This design comes from an exercise in tuning for small area, a short achievable clock period and few clock cycles on the open sky130 flow, not from production work.
In this exercise RTL edits were held to simulation tests only and were not proved equivalent to the original.
Power figures rest on the tool's default switching activity, not on a simulated workload.

Design axi_xbar, start of the top module:
module axi_xbar (
    input  logic        axi_clk,
    input  logic        reset,
    input  logic [11:0] m_ar_id,
    input  logic [95:0] m_ar_addr,
    input  logic [23:0] m_ar_len,
    input  logic [8:0]  m_ar_size,
    input  logic [5:0]  m_ar_burst,
    input  logic [2:0]  m_arvalid,
    output logic [2:0]  m_arready,
    output logic [11:0] m_r_id,
    output logic [95:0] m_r_data,
    output logic [5:0]  m_r_resp,
    output logic [2:0]  m_r_last,
    output logic [2:0]  m_rvalid,
    input  logic [2:0]  m_rready,
    output logic [17:0] s_ar_id,
    output logic [95:0] s_ar_addr,
    output logic [23:0] s_ar_len,
    output logic [8:0]  s_ar_size,
    output logic [5:0]  s_ar_burst,
    output logic [2:0]  s_arvalid,
    input  logic [2:0]  s_arready,
    input  logic [17:0] s_r_id,
    input  logic [95:0] s_r_data,
    input  logic [5:0]  s_r_resp,
    input  logic [2:0]  s_r_last,
    input  logic [2:0]  s_rvalid,
    output logic [2:0]  s_rready
);
Size: about 1000 cells after synthesis, about 21 flip-flops, ~570 I/O pins, roughly 5900 µm² of cells after synthesis.
Settings: LEC_CHECK=0, ABC_AREA=1, CAP_MARGIN=20, CORE_AREA=3 3 133 133, DIE_AREA=0 0 136 136, PLACE_DENSITY=0.7, SETUP_SLACK_MARGIN=3.6, SLEW_MARGIN=20; clock period 7.5 ns.
standard.sh (not shown) runs the stock make flow with config.mk's settings and CLKGATE_MAP_FILE= SYNTH_SCRIPT=/design/flow/synth_recipe.tcl, a recipe that flattens the netlist after the stock synthesis.
==> flow/flow/run.sh <==
#!/bin/bash
cp standard.sh standard_sh_copy.log
export BUFFER_PORTS_ARGS="-buffer_cell sky130_fd_sc_hd__buf_1"
export PRE_IO_PLACEMENT_TCL=$PWD/flow/io.tcl
bash standard.sh 'IO_PLACER_V=met2 met4' finish > standard.log 2>&1
Other scripts of this flow, unchanged in this note and not shown: flow/flow/io.tcl
Testbench counts at the start, summed over its fixed seeds: cycles 14,277.
Rerun with:
Settings changed: SETUP_SLACK_MARGIN 3.6 to 3.8.
Synthesized cell count is unchanged.
Via count went up slightly.
First-iteration DRC count went up by roughly a tenth.
Total power went up slightly.
Wire length went up slightly.
Design area went up by a few percent.
Cell count went up slightly.
Die area does not change.
Worst hold slack hardly moves.
Register-to-register slack is about the same.
Rerun with:
Settings changed: SETUP_SLACK_MARGIN 3.8 to 3.9.
The new run completed without violations.
Utilization grows by 3.9 points.
Clock skew stays flat.
Setup slack is worse by 0.048 ns.
Die area is unchanged.
Power went up by 7.5%.
Clock-buffer cell count is unchanged.
Rerun with:
Settings changed: PLACE_DENSITY 0.7 to 0.85, SETUP_SLACK_MARGIN 3.9 to 3.8.
- synthesized cell count does not change
- via count went down by 0.40%
- cell count went down by 1.0%
- count of clock-buffer cells in the layout went up by 1
- non-clock buffer count went down by 19

* * *

== lane 1 ==
The RTL this note starts from:
==> flow/design.v <==
`timescale 1ns/1ps
module ar_arbiter (
    input  logic       axi_clk,
    input  logic       reset,
    input  logic [2:0] req,          
    input  logic       s_arready,
    output logic [2:0] gnt_q         
);
    logic [2:0] cand, gnt;
    logic       done;
    assign done = s_arready && (gnt_q != '0);
    assign cand = done ? (req & ~gnt_q) : req;
    always_comb begin
        case (1'b1)
            gnt_q[0]: gnt = cand[1] ? 3'b010 : cand[2] ? 3'b100 : 3'b000;
            gnt_q[1]: gnt = cand[2] ? 3'b100 : cand[0] ? 3'b001 : 3'b000;
            gnt_q[2]: gnt = cand[0] ? 3'b001 : cand[1] ? 3'b010 : 3'b000;
            default:  gnt = cand[0] ? 3'b001 : cand[1] ? 3'b010 : cand[2] ? 3'b100 : 3'b000;
        endcase
    end
    always_ff @(posedge axi_clk) begin
        if (reset)
            gnt_q <= '0;
        else if (gnt_q == '0 || done)
            gnt_q <= gnt;
    end
endmodule
`timescale 1ns/1ps
module r_return_arbiter (
    input  logic       axi_clk,
    input  logic       reset,
    input  logic [2:0] hit,          
    input  logic [2:0] free,         
    input  logic       m_rvalid,
    input  logic       m_rready,
    input  logic       m_rlast,
    output logic [2:0] sel_q         
);
    logic       inb_q;               
    logic       keep;
    logic [2:0] cand, c, pick;
    assign keep = m_rvalid ? !(m_rready && m_rlast) : inb_q;
    assign cand = hit & ~(sel_q & {3{m_rvalid && m_rready}});
    assign c    = (cand != '0) ? cand : free;
    always_comb begin
        case (1'b1)
            sel_q[0]: pick = c[1] ? 3'b010 : c[2] ? 3'b100 : c[0] ? 3'b001 : 3'b000;
            sel_q[1]: pick = c[2] ? 3'b100 : c[0] ? 3'b001 : c[1] ? 3'b010 : 3'b000;
            default:  pick = c[0] ? 3'b001 : c[1] ? 3'b010 : c[2] ? 3'b100 : 3'b000;
        endcase
    end
    always_ff @(posedge axi_clk) begin
        if (reset) begin
            sel_q <= 3'b001;
            inb_q <= 1'b0;
        end else begin
            if (m_rvalid && m_rready)
                inb_q <= !m_rlast;
            if (!keep && pick != '0)
                sel_q <= pick;
        end
    end
endmodule
`timescale 1ns/1ps
module axi_xbar (
    input  logic        axi_clk,
    input  logic        reset,
    input  logic [11:0] m_ar_id,
    input  logic [95:0] m_ar_addr,
    input  logic [23:0] m_ar_len,
    input  logic [8:0]  m_ar_size,
    input  logic [5:0]  m_ar_burst,
    input  logic [2:0]  m_arvalid,
    output logic [2:0]  m_arready,
    output logic [11:0] m_r_id,
    output logic [95:0] m_r_data,
    output logic [5:0]  m_r_resp,
    output logic [2:0]  m_r_last,
    output logic [2:0]  m_rvalid,
    input  logic [2:0]  m_rready,
    output logic [17:0] s_ar_id,
    output logic [95:0] s_ar_addr,
    output logic [23:0] s_ar_len,
    output logic [8:0]  s_ar_size,
    output logic [5:0]  s_ar_burst,
    output logic [2:0]  s_arvalid,
    input  logic [2:0]  s_arready,
    input  logic [17:0] s_r_id,
    input  logic [95:0] s_r_data,
    input  logic [5:0]  s_r_resp,
    input  logic [2:0]  s_r_last,
    input  logic [2:0]  s_rvalid,
    output logic [2:0]  s_rready
);
    logic [2:0][2:0] ar_req;     
    logic [2:0][2:0] ar_gnt;     
    logic [2:0][2:0] r_hit;      
    logic [2:0][2:0] r_sel;      
    logic [2:0]      r_free;     
    logic [2:0]      mid_q;      
    always_comb begin
        for (int s = 0; s < 3; s++)
            for (int m = 0; m < 3; m++) begin
                ar_req[s][m] = m_arvalid[m] && (m_ar_addr[32*m + 28 +: 2] == 2'(s));
                r_hit[m][s]  = s_rvalid[s] && (s_r_id[6*s + 4 +: 2] == 2'(m));
            end
    end
    for (genvar s = 0; s < 3; s++) begin : g_slave
        ar_arbiter u_arb (
            .axi_clk   (axi_clk),
            .reset     (reset),
            .req       (ar_req[s]),
            .s_arready (s_arready[s]),
            .gnt_q     (ar_gnt[s])
        );
        assign s_arvalid[s] = |ar_gnt[s];
        always_comb begin
            s_ar_id[6*s +: 6]     = '0;
            s_ar_addr[32*s +: 32] = '0;
            s_ar_len[8*s +: 8]    = '0;
            s_ar_size[3*s +: 3]   = '0;
            s_ar_burst[2*s +: 2]  = '0;
            for (int m = 0; m < 3; m++) begin
                if (ar_gnt[s][m]) begin
                    s_ar_id[6*s +: 6]     = s_ar_id[6*s +: 6]     | {2'(m), m_ar_id[4*m +: 4]};
                    s_ar_addr[32*s +: 32] = s_ar_addr[32*s +: 32] | m_ar_addr[32*m +: 32];
                    s_ar_len[8*s +: 8]    = s_ar_len[8*s +: 8]    | m_ar_len[8*m +: 8];
                    s_ar_size[3*s +: 3]   = s_ar_size[3*s +: 3]   | m_ar_size[3*m +: 3];
                    s_ar_burst[2*s +: 2]  = s_ar_burst[2*s +: 2]  | m_ar_burst[2*m +: 2];
                end
            end
        end
    end
    always_comb begin
        for (int m = 0; m < 3; m++) begin
            m_arready[m] = 1'b0;
            for (int s = 0; s < 3; s++)
                m_arready[m] = m_arready[m] | (ar_gnt[s][m] && s_arready[s]);
        end
    end
    always_ff @(posedge axi_clk) begin
        for (int s = 0; s < 3; s++)
            if (reset)
                mid_q[s] <= 1'b0;
            else if (s_rvalid[s] && s_rready[s])
                mid_q[s] <= !s_r_last[s];
    end
    assign r_free = (s_rvalid & s_rready & s_r_last);
    for (genvar m = 0; m < 3; m++) begin : g_master
        r_return_arbiter u_arb (
            .axi_clk  (axi_clk),
            .reset    (reset),
            .hit      (r_hit[m]),
            .free     (r_free),
            .m_rvalid (m_rvalid[m]),
            .m_rready (m_rready[m]),
            .m_rlast  (m_r_last[m]),
            .sel_q    (r_sel[m])
        );
        assign m_rvalid[m] = |(r_sel[m] & r_hit[m]);
        always_comb begin
            m_r_id[4*m +: 4]     = '0;
            m_r_data[32*m +: 32] = '0;
            m_r_resp[2*m +: 2]   = '0;
            m_r_last[m]          = 1'b0;
            for (int s = 0; s < 3; s++) begin
                if (r_sel[m][s]) begin
                    m_r_id[4*m +: 4]     = m_r_id[4*m +: 4]     | s_r_id[6*s +: 4];
                    m_r_data[32*m +: 32] = m_r_data[32*m +: 32] | s_r_data[32*s +: 32];
                    m_r_resp[2*m +: 2]   = m_r_resp[2*m +: 2]   | s_r_resp[2*s +: 2];
                    m_r_last[m]          = m_r_last[m]          | s_r_last[s];
                end
            end
        end
    end
    always_comb begin
        for (int s = 0; s < 3; s++) begin
            s_rready[s] = 1'b0;
            for (int m = 0; m < 3; m++)
                if (s_r_id[6*s + 4 +: 2] == 2'(m))
                    s_rready[s] = r_sel[m][s] && m_rready[m];
        end
    end
endmodule
export LEC_CHECK = 0
export ABC_AREA = 1
export CAP_MARGIN = 20
export CORE_AREA = 3 3 147 147
export DIE_AREA = 0 0 150 150
export PLACE_DENSITY = 0.6
export SETUP_SLACK_MARGIN = 3.6
export SLEW_MARGIN = 20
create_clock -name core_clock -period 7.5 [get_ports {axi_clk}]
==> flow/flow/io.tcl <==
set_io_pin_constraint -region top:* -group -order -pin_names {m_ar_id[0] m_ar_id[4] m_ar_id[8] s_ar_id[0] s_ar_id[6] s_ar_id[12] m_ar_id[1] m_ar_id[5] m_ar_id[9] s_ar_id[1] s_ar_id[7] s_ar_id[13] m_ar_id[2] m_ar_id[6] m_ar_id[10] s_ar_id[2] s_ar_id[8] s_ar_id[14] m_ar_id[3] m_ar_id[7] m_ar_id[11] s_ar_id[3] s_ar_id[9] s_ar_id[15] m_ar_addr[0] m_ar_addr[32] m_ar_addr[64] s_ar_addr[0] s_ar_addr[32] s_ar_addr[64] m_ar_addr[1] m_ar_addr[33] m_ar_addr[65] s_ar_addr[1] s_ar_addr[33] s_ar_addr[65] m_ar_addr[2] m_ar_addr[34] m_ar_addr[66] s_ar_addr[2] s_ar_addr[34] s_ar_addr[66] m_ar_addr[3] m_ar_addr[35] m_ar_addr[67] s_ar_addr[3] s_ar_addr[35] s_ar_addr[67] m_ar_addr[4] m_ar_addr[36] m_ar_addr[68] s_ar_addr[4] s_ar_addr[36] s_ar_addr[68] m_ar_addr[5] m_ar_addr[37] m_ar_addr[69] s_ar_addr[5] s_ar_addr[37] s_ar_addr[69] m_ar_addr[6] m_ar_addr[38] m_ar_addr[70] s_ar_addr[6] s_ar_addr[38] s_ar_addr[70] m_ar_addr[7] m_ar_addr[39] m_ar_addr[71] s_ar_addr[7] s_ar_addr[39] s_ar_addr[71] m_ar_addr[8] m_ar_addr[40] m_ar_addr[72] s_ar_addr[8] s_ar_addr[40] s_ar_addr[72] m_ar_addr[9] m_ar_addr[41] m_ar_addr[73] s_ar_addr[9] s_ar_addr[41] s_ar_addr[73] m_ar_addr[10] m_ar_addr[42] m_ar_addr[74] s_ar_addr[10] s_ar_addr[42] s_ar_addr[74] m_ar_addr[11] m_ar_addr[43] m_ar_addr[75] s_ar_addr[11] s_ar_addr[43] s_ar_addr[75] m_ar_addr[12] m_ar_addr[44] m_ar_addr[76] s_ar_addr[12] s_ar_addr[44] s_ar_addr[76] m_ar_addr[13] m_ar_addr[45] m_ar_addr[77] s_ar_addr[13] s_ar_addr[45] s_ar_addr[77] m_ar_addr[14] m_ar_addr[46] m_ar_addr[78] s_ar_addr[14] s_ar_addr[46] s_ar_addr[78] m_ar_addr[15] m_ar_addr[47] m_ar_addr[79] s_ar_addr[15] s_ar_addr[47] s_ar_addr[79] m_ar_addr[16] m_ar_addr[48] m_ar_addr[80] s_ar_addr[16] s_ar_addr[48] s_ar_addr[80] m_ar_addr[17] m_ar_addr[49] m_ar_addr[81] s_ar_addr[17] s_ar_addr[49] s_ar_addr[81] m_ar_addr[18] m_ar_addr[50] m_ar_addr[82] s_ar_addr[18] s_ar_addr[50] s_ar_addr[82] m_ar_addr[19] m_ar_addr[51] m_ar_addr[83] s_ar_addr[19] s_ar_addr[51] s_ar_addr[83] m_ar_addr[20] m_ar_addr[52] m_ar_addr[84] s_ar_addr[20] s_ar_addr[52] s_ar_addr[84] m_ar_addr[21] m_ar_addr[53] m_ar_addr[85] s_ar_addr[21] s_ar_addr[53] s_ar_addr[85] m_ar_addr[22] m_ar_addr[54] m_ar_addr[86] s_ar_addr[22] s_ar_addr[54] s_ar_addr[86] m_ar_addr[23] m_ar_addr[55] m_ar_addr[87] s_ar_addr[23] s_ar_addr[55] s_ar_addr[87] m_ar_addr[24] m_ar_addr[56] m_ar_addr[88] s_ar_addr[24] s_ar_addr[56] s_ar_addr[88] m_ar_addr[25] m_ar_addr[57] m_ar_addr[89] s_ar_addr[25] s_ar_addr[57] s_ar_addr[89] m_ar_addr[26] m_ar_addr[58] m_ar_addr[90] s_ar_addr[26] s_ar_addr[58] s_ar_addr[90] m_ar_addr[27] m_ar_addr[59] m_ar_addr[91] s_ar_addr[27] s_ar_addr[59] s_ar_addr[91] m_ar_addr[28] m_ar_addr[60] m_ar_addr[92] s_ar_addr[28] s_ar_addr[60] s_ar_addr[92] m_ar_addr[29] m_ar_addr[61] m_ar_addr[93] s_ar_addr[29] s_ar_addr[61] s_ar_addr[93] m_ar_addr[30] m_ar_addr[62] m_ar_addr[94] s_ar_addr[30] s_ar_addr[62] s_ar_addr[94]}
set_io_pin_constraint -region right:* -group -order -pin_names {m_ar_addr[31] m_ar_addr[63] m_ar_addr[95] s_ar_addr[31] s_ar_addr[63] s_ar_addr[95] m_ar_len[0] m_ar_len[8] m_ar_len[16] s_ar_len[0] s_ar_len[8] s_ar_len[16] m_ar_len[1] m_ar_len[9] m_ar_len[17] s_ar_len[1] s_ar_len[9] s_ar_len[17] m_ar_len[2] m_ar_len[10] m_ar_len[18] s_ar_len[2] s_ar_len[10] s_ar_len[18] m_ar_len[3] m_ar_len[11] m_ar_len[19] s_ar_len[3] s_ar_len[11] s_ar_len[19] m_ar_len[4] m_ar_len[12] m_ar_len[20] s_ar_len[4] s_ar_len[12] s_ar_len[20] m_ar_len[5] m_ar_len[13] m_ar_len[21] s_ar_len[5] s_ar_len[13] s_ar_len[21] m_ar_len[6] m_ar_len[14] m_ar_len[22] s_ar_len[6] s_ar_len[14] s_ar_len[22] m_ar_len[7] m_ar_len[15] m_ar_len[23] s_ar_len[7] s_ar_len[15] s_ar_len[23] m_ar_size[0] m_ar_size[3] m_ar_size[6] s_ar_size[0] s_ar_size[3] s_ar_size[6] m_ar_size[1] m_ar_size[4] m_ar_size[7] s_ar_size[1] s_ar_size[4] s_ar_size[7] m_ar_size[2] m_ar_size[5] m_ar_size[8] s_ar_size[2] s_ar_size[5] s_ar_size[8] m_ar_burst[0] m_ar_burst[2] m_ar_burst[4] s_ar_burst[0] s_ar_burst[2] s_ar_burst[4] m_ar_burst[1] m_ar_burst[3] m_ar_burst[5] s_ar_burst[1] s_ar_burst[3] s_ar_burst[5] s_ar_id[4] s_ar_id[5] s_ar_id[10] s_ar_id[11] s_ar_id[16] s_ar_id[17]}
set_io_pin_constraint -region bottom:* -group -order -pin_names {s_r_id[0] s_r_id[6] s_r_id[12] m_r_id[0] m_r_id[4] m_r_id[8] s_r_id[1] s_r_id[7] s_r_id[13] m_r_id[1] m_r_id[5] m_r_id[9] s_r_id[2] s_r_id[8] s_r_id[14] m_r_id[2] m_r_id[6] m_r_id[10] s_r_id[3] s_r_id[9] s_r_id[15] m_r_id[3] m_r_id[7] m_r_id[11] s_r_data[0] s_r_data[32] s_r_data[64] m_r_data[0] m_r_data[32] m_r_data[64] s_r_data[1] s_r_data[33] s_r_data[65] m_r_data[1] m_r_data[33] m_r_data[65] s_r_data[2] s_r_data[34] s_r_data[66] m_r_data[2] m_r_data[34] m_r_data[66] s_r_data[3] s_r_data[35] s_r_data[67] m_r_data[3] m_r_data[35] m_r_data[67] s_r_data[4] s_r_data[36] s_r_data[68] m_r_data[4] m_r_data[36] m_r_data[68] s_r_data[5] s_r_data[37] s_r_data[69] m_r_data[5] m_r_data[37] m_r_data[69] s_r_data[6] s_r_data[38] s_r_data[70] m_r_data[6] m_r_data[38] m_r_data[70] s_r_data[7] s_r_data[39] s_r_data[71] m_r_data[7] m_r_data[39] m_r_data[71] s_r_data[8] s_r_data[40] s_r_data[72] m_r_data[8] m_r_data[40] m_r_data[72] s_r_data[9] s_r_data[41] s_r_data[73] m_r_data[9] m_r_data[41] m_r_data[73] s_r_data[10] s_r_data[42] s_r_data[74] m_r_data[10] m_r_data[42] m_r_data[74] s_r_data[11] s_r_data[43] s_r_data[75] m_r_data[11] m_r_data[43] m_r_data[75] s_r_data[12] s_r_data[44] s_r_data[76] m_r_data[12] m_r_data[44] m_r_data[76] s_r_data[13] s_r_data[45] s_r_data[77] m_r_data[13] m_r_data[45] m_r_data[77] s_r_data[14] s_r_data[46] s_r_data[78] m_r_data[14] m_r_data[46] m_r_data[78] s_r_data[15] s_r_data[47] s_r_data[79] m_r_data[15] m_r_data[47] m_r_data[79] s_r_data[16] s_r_data[48] s_r_data[80] m_r_data[16] m_r_data[48] m_r_data[80] s_r_data[17] s_r_data[49] s_r_data[81] m_r_data[17] m_r_data[49] m_r_data[81] s_r_data[18] s_r_data[50] s_r_data[82] m_r_data[18] m_r_data[50] m_r_data[82] s_r_data[19] s_r_data[51] s_r_data[83] m_r_data[19] m_r_data[51] m_r_data[83] s_r_data[20] s_r_data[52] s_r_data[84] m_r_data[20] m_r_data[52] m_r_data[84] s_r_data[21] s_r_data[53] s_r_data[85] m_r_data[21] m_r_data[53] m_r_data[85] s_r_data[22] s_r_data[54] s_r_data[86] m_r_data[22] m_r_data[54] m_r_data[86] s_r_data[23] s_r_data[55] s_r_data[87] m_r_data[23] m_r_data[55] m_r_data[87] s_r_data[24] s_r_data[56] s_r_data[88] m_r_data[24] m_r_data[56] m_r_data[88] s_r_data[25] s_r_data[57] s_r_data[89] m_r_data[25] m_r_data[57] m_r_data[89] s_r_data[26] s_r_data[58] s_r_data[90] m_r_data[26] m_r_data[58] m_r_data[90] s_r_data[27] s_r_data[59] s_r_data[91] m_r_data[27] m_r_data[59] m_r_data[91] s_r_data[28] s_r_data[60] s_r_data[92] m_r_data[28] m_r_data[60] m_r_data[92] s_r_data[29] s_r_data[61] s_r_data[93] m_r_data[29] m_r_data[61] m_r_data[93] s_r_data[30] s_r_data[62] s_r_data[94] m_r_data[30] m_r_data[62] m_r_data[94]}
set_io_pin_constraint -region left:* -group -order -pin_names {s_r_data[31] s_r_data[63] s_r_data[95] m_r_data[31] m_r_data[63] m_r_data[95] s_r_resp[0] s_r_resp[2] s_r_resp[4] m_r_resp[0] m_r_resp[2] m_r_resp[4] s_r_resp[1] s_r_resp[3] s_r_resp[5] m_r_resp[1] m_r_resp[3] m_r_resp[5] s_r_last[0] s_r_last[1] s_r_last[2] m_r_last[0] m_r_last[1] m_r_last[2] s_r_id[4] s_r_id[5] s_r_id[10] s_r_id[11] s_r_id[16] s_r_id[17] m_arvalid[0] m_arvalid[1] m_arvalid[2] m_arready[0] m_arready[1] m_arready[2] s_arvalid[0] s_arvalid[1] s_arvalid[2] s_arready[0] s_arready[1] s_arready[2] m_rvalid[0] m_rvalid[1] m_rvalid[2] m_rready[0] m_rready[1] m_rready[2] s_rvalid[0] s_rvalid[1] s_rvalid[2] s_rready[0] s_rready[1] s_rready[2] reset axi_clk}
Scripts as last shown in full above: flow/flow/run.sh
Lane 1 finished every step from synthesis to the final layout, and the layout passed the timing, DRC and antenna checks.
Testbench counts of lane 1, summed over its fixed seeds: cycles 14,277.
Modified inputs, lane 2 compared to lane 1
--- a/flow/flow/io.tcl
+++ b/flow/flow/io.tcl
@@ -4 +4 @@
-set_io_pin_constraint -region left:* -group -order -pin_names {s_r_data[31] s_r_data[63] s_r_data[95] m_r_data[31] m_r_data[63] m_r_data[95] s_r_resp[0] s_r_resp[2] s_r_resp[4] m_r_resp[0] m_r_resp[2] m_r_resp[4] s_r_resp[1] s_r_resp[3] s_r_resp[5] m_r_resp[1] m_r_resp[3] m_r_resp[5] s_r_last[0] s_r_last[1] s_r_last[2] m_r_last[0] m_r_last[1] m_r_last[2] s_r_id[4] s_r_id[5] s_r_id[10] s_r_id[11] s_r_id[16] s_r_id[17] m_arvalid[0] m_arvalid[1] m_arvalid[2] m_arready[0] m_arready[1] m_arready[2] s_arvalid[0] s_arvalid[1] s_arvalid[2] s_arready[0] s_arready[1] s_arready[2] m_rvalid[0] m_rvalid[1] m_rvalid[2] m_rready[0] m_rready[1] m_rready[2] s_rvalid[0] s_rvalid[1] s_rvalid[2] s_rready[0] s_rready[1] s_rready[2] reset axi_clk}
+set_io_pin_constraint -region left:* -group -order -pin_names {s_r_data[31] s_r_data[63] s_r_data[95] m_r_data[31] m_r_data[63] m_r_data[95] s_r_resp[0] s_r_resp[2] s_r_resp[4] m_r_resp[0] m_r_resp[2] m_r_resp[4] s_r_resp[1] s_r_resp[3] s_r_resp[5] m_r_resp[1] m_r_resp[3] m_r_resp[5] s_r_last[0] s_r_last[1] s_r_last[2] m_r_last[0] m_r_last[1] m_r_last[2]}
- Delta (lane 2 minus lane 1): actual slew at the worst max-slew pin went down; setup slack went down.
- Clock latency reported for the late side of the worst-skew pair of lane 2 is on par with lane 1.
- In the flow results for lane 1 and lane 2, the area growth from synthesis to final layout is smaller on lane 1.
- Run comparison: lane 1 uppermost layer routed met5; lane 2 uppermost layer routed met4
- Going from lane 1 to lane 2, multi-input combinational cell count flat, highest clock rate went down 1.7%, largest fanout of any net on the critical path moved up, wire length shows an increase of 6.6%, count of plain and timing-repair buffers in the layout about even.

port drivers added, routing unchanged:
The flow's constraints put no driver on any port. The routed layouts listed below were extracted and timed again, unchanged, in two steps. Step 1 (the two cells are an assumption about what drives the block):
set clk [get_ports {axi_clk}]
set_driving_cell -lib_cell sky130_fd_sc_hd__clkbuf_16 $clk
set_driving_cell -lib_cell sky130_fd_sc_hd__buf_2 [delete_from_list [all_inputs] $clk]
Step 2 adds t to the input delays and takes it off the output delays; t is the mean of the earliest and latest rising clock arrival at the registers after step 1. Input paths then give back, and output paths get back, about the clock's delay inside the block. Three values: no drivers, after step 1, after step 2; two values: the first two.
run	t (ns)	slack for setup (ns)	hold WS [ns]	latest minus earliest clock arrival (ns)	worst data-port slew with drivers (ns)
the first run of note 1	0.292	3.705 / 3.680 / 3.680	0.468 / 0.468 / 0.468	0.006 / 0.006	0.13
the second run of note 1	0.291	3.815 / 3.752 / 3.752	0.468 / 0.468 / 0.468	0.005 / 0.005	0.12
the third run of note 1	0.292	3.766 / 3.744 / 3.695	0.472 / 0.472 / 0.472	0.005 / 0.005	0.12
the fourth run of note 1	0.289	3.767 / 3.722 / 3.722	0.473 / 0.473 / 0.473	0.005 / 0.005	0.12
lane 1	0.303	3.711 / 3.600 / 3.600	0.496 / 0.496 / 0.496	0.003 / 0.003	0.14
lane 2	0.292	3.643 / 3.610 / 3.610	0.468 / 0.468 / 0.468	0.003 / 0.004	0.11
After both steps every run listed still meets setup and hold. The setup slack of lane 1, which loses most, moves by -0.111 ns with the drivers and by -0.111 ns with both steps.
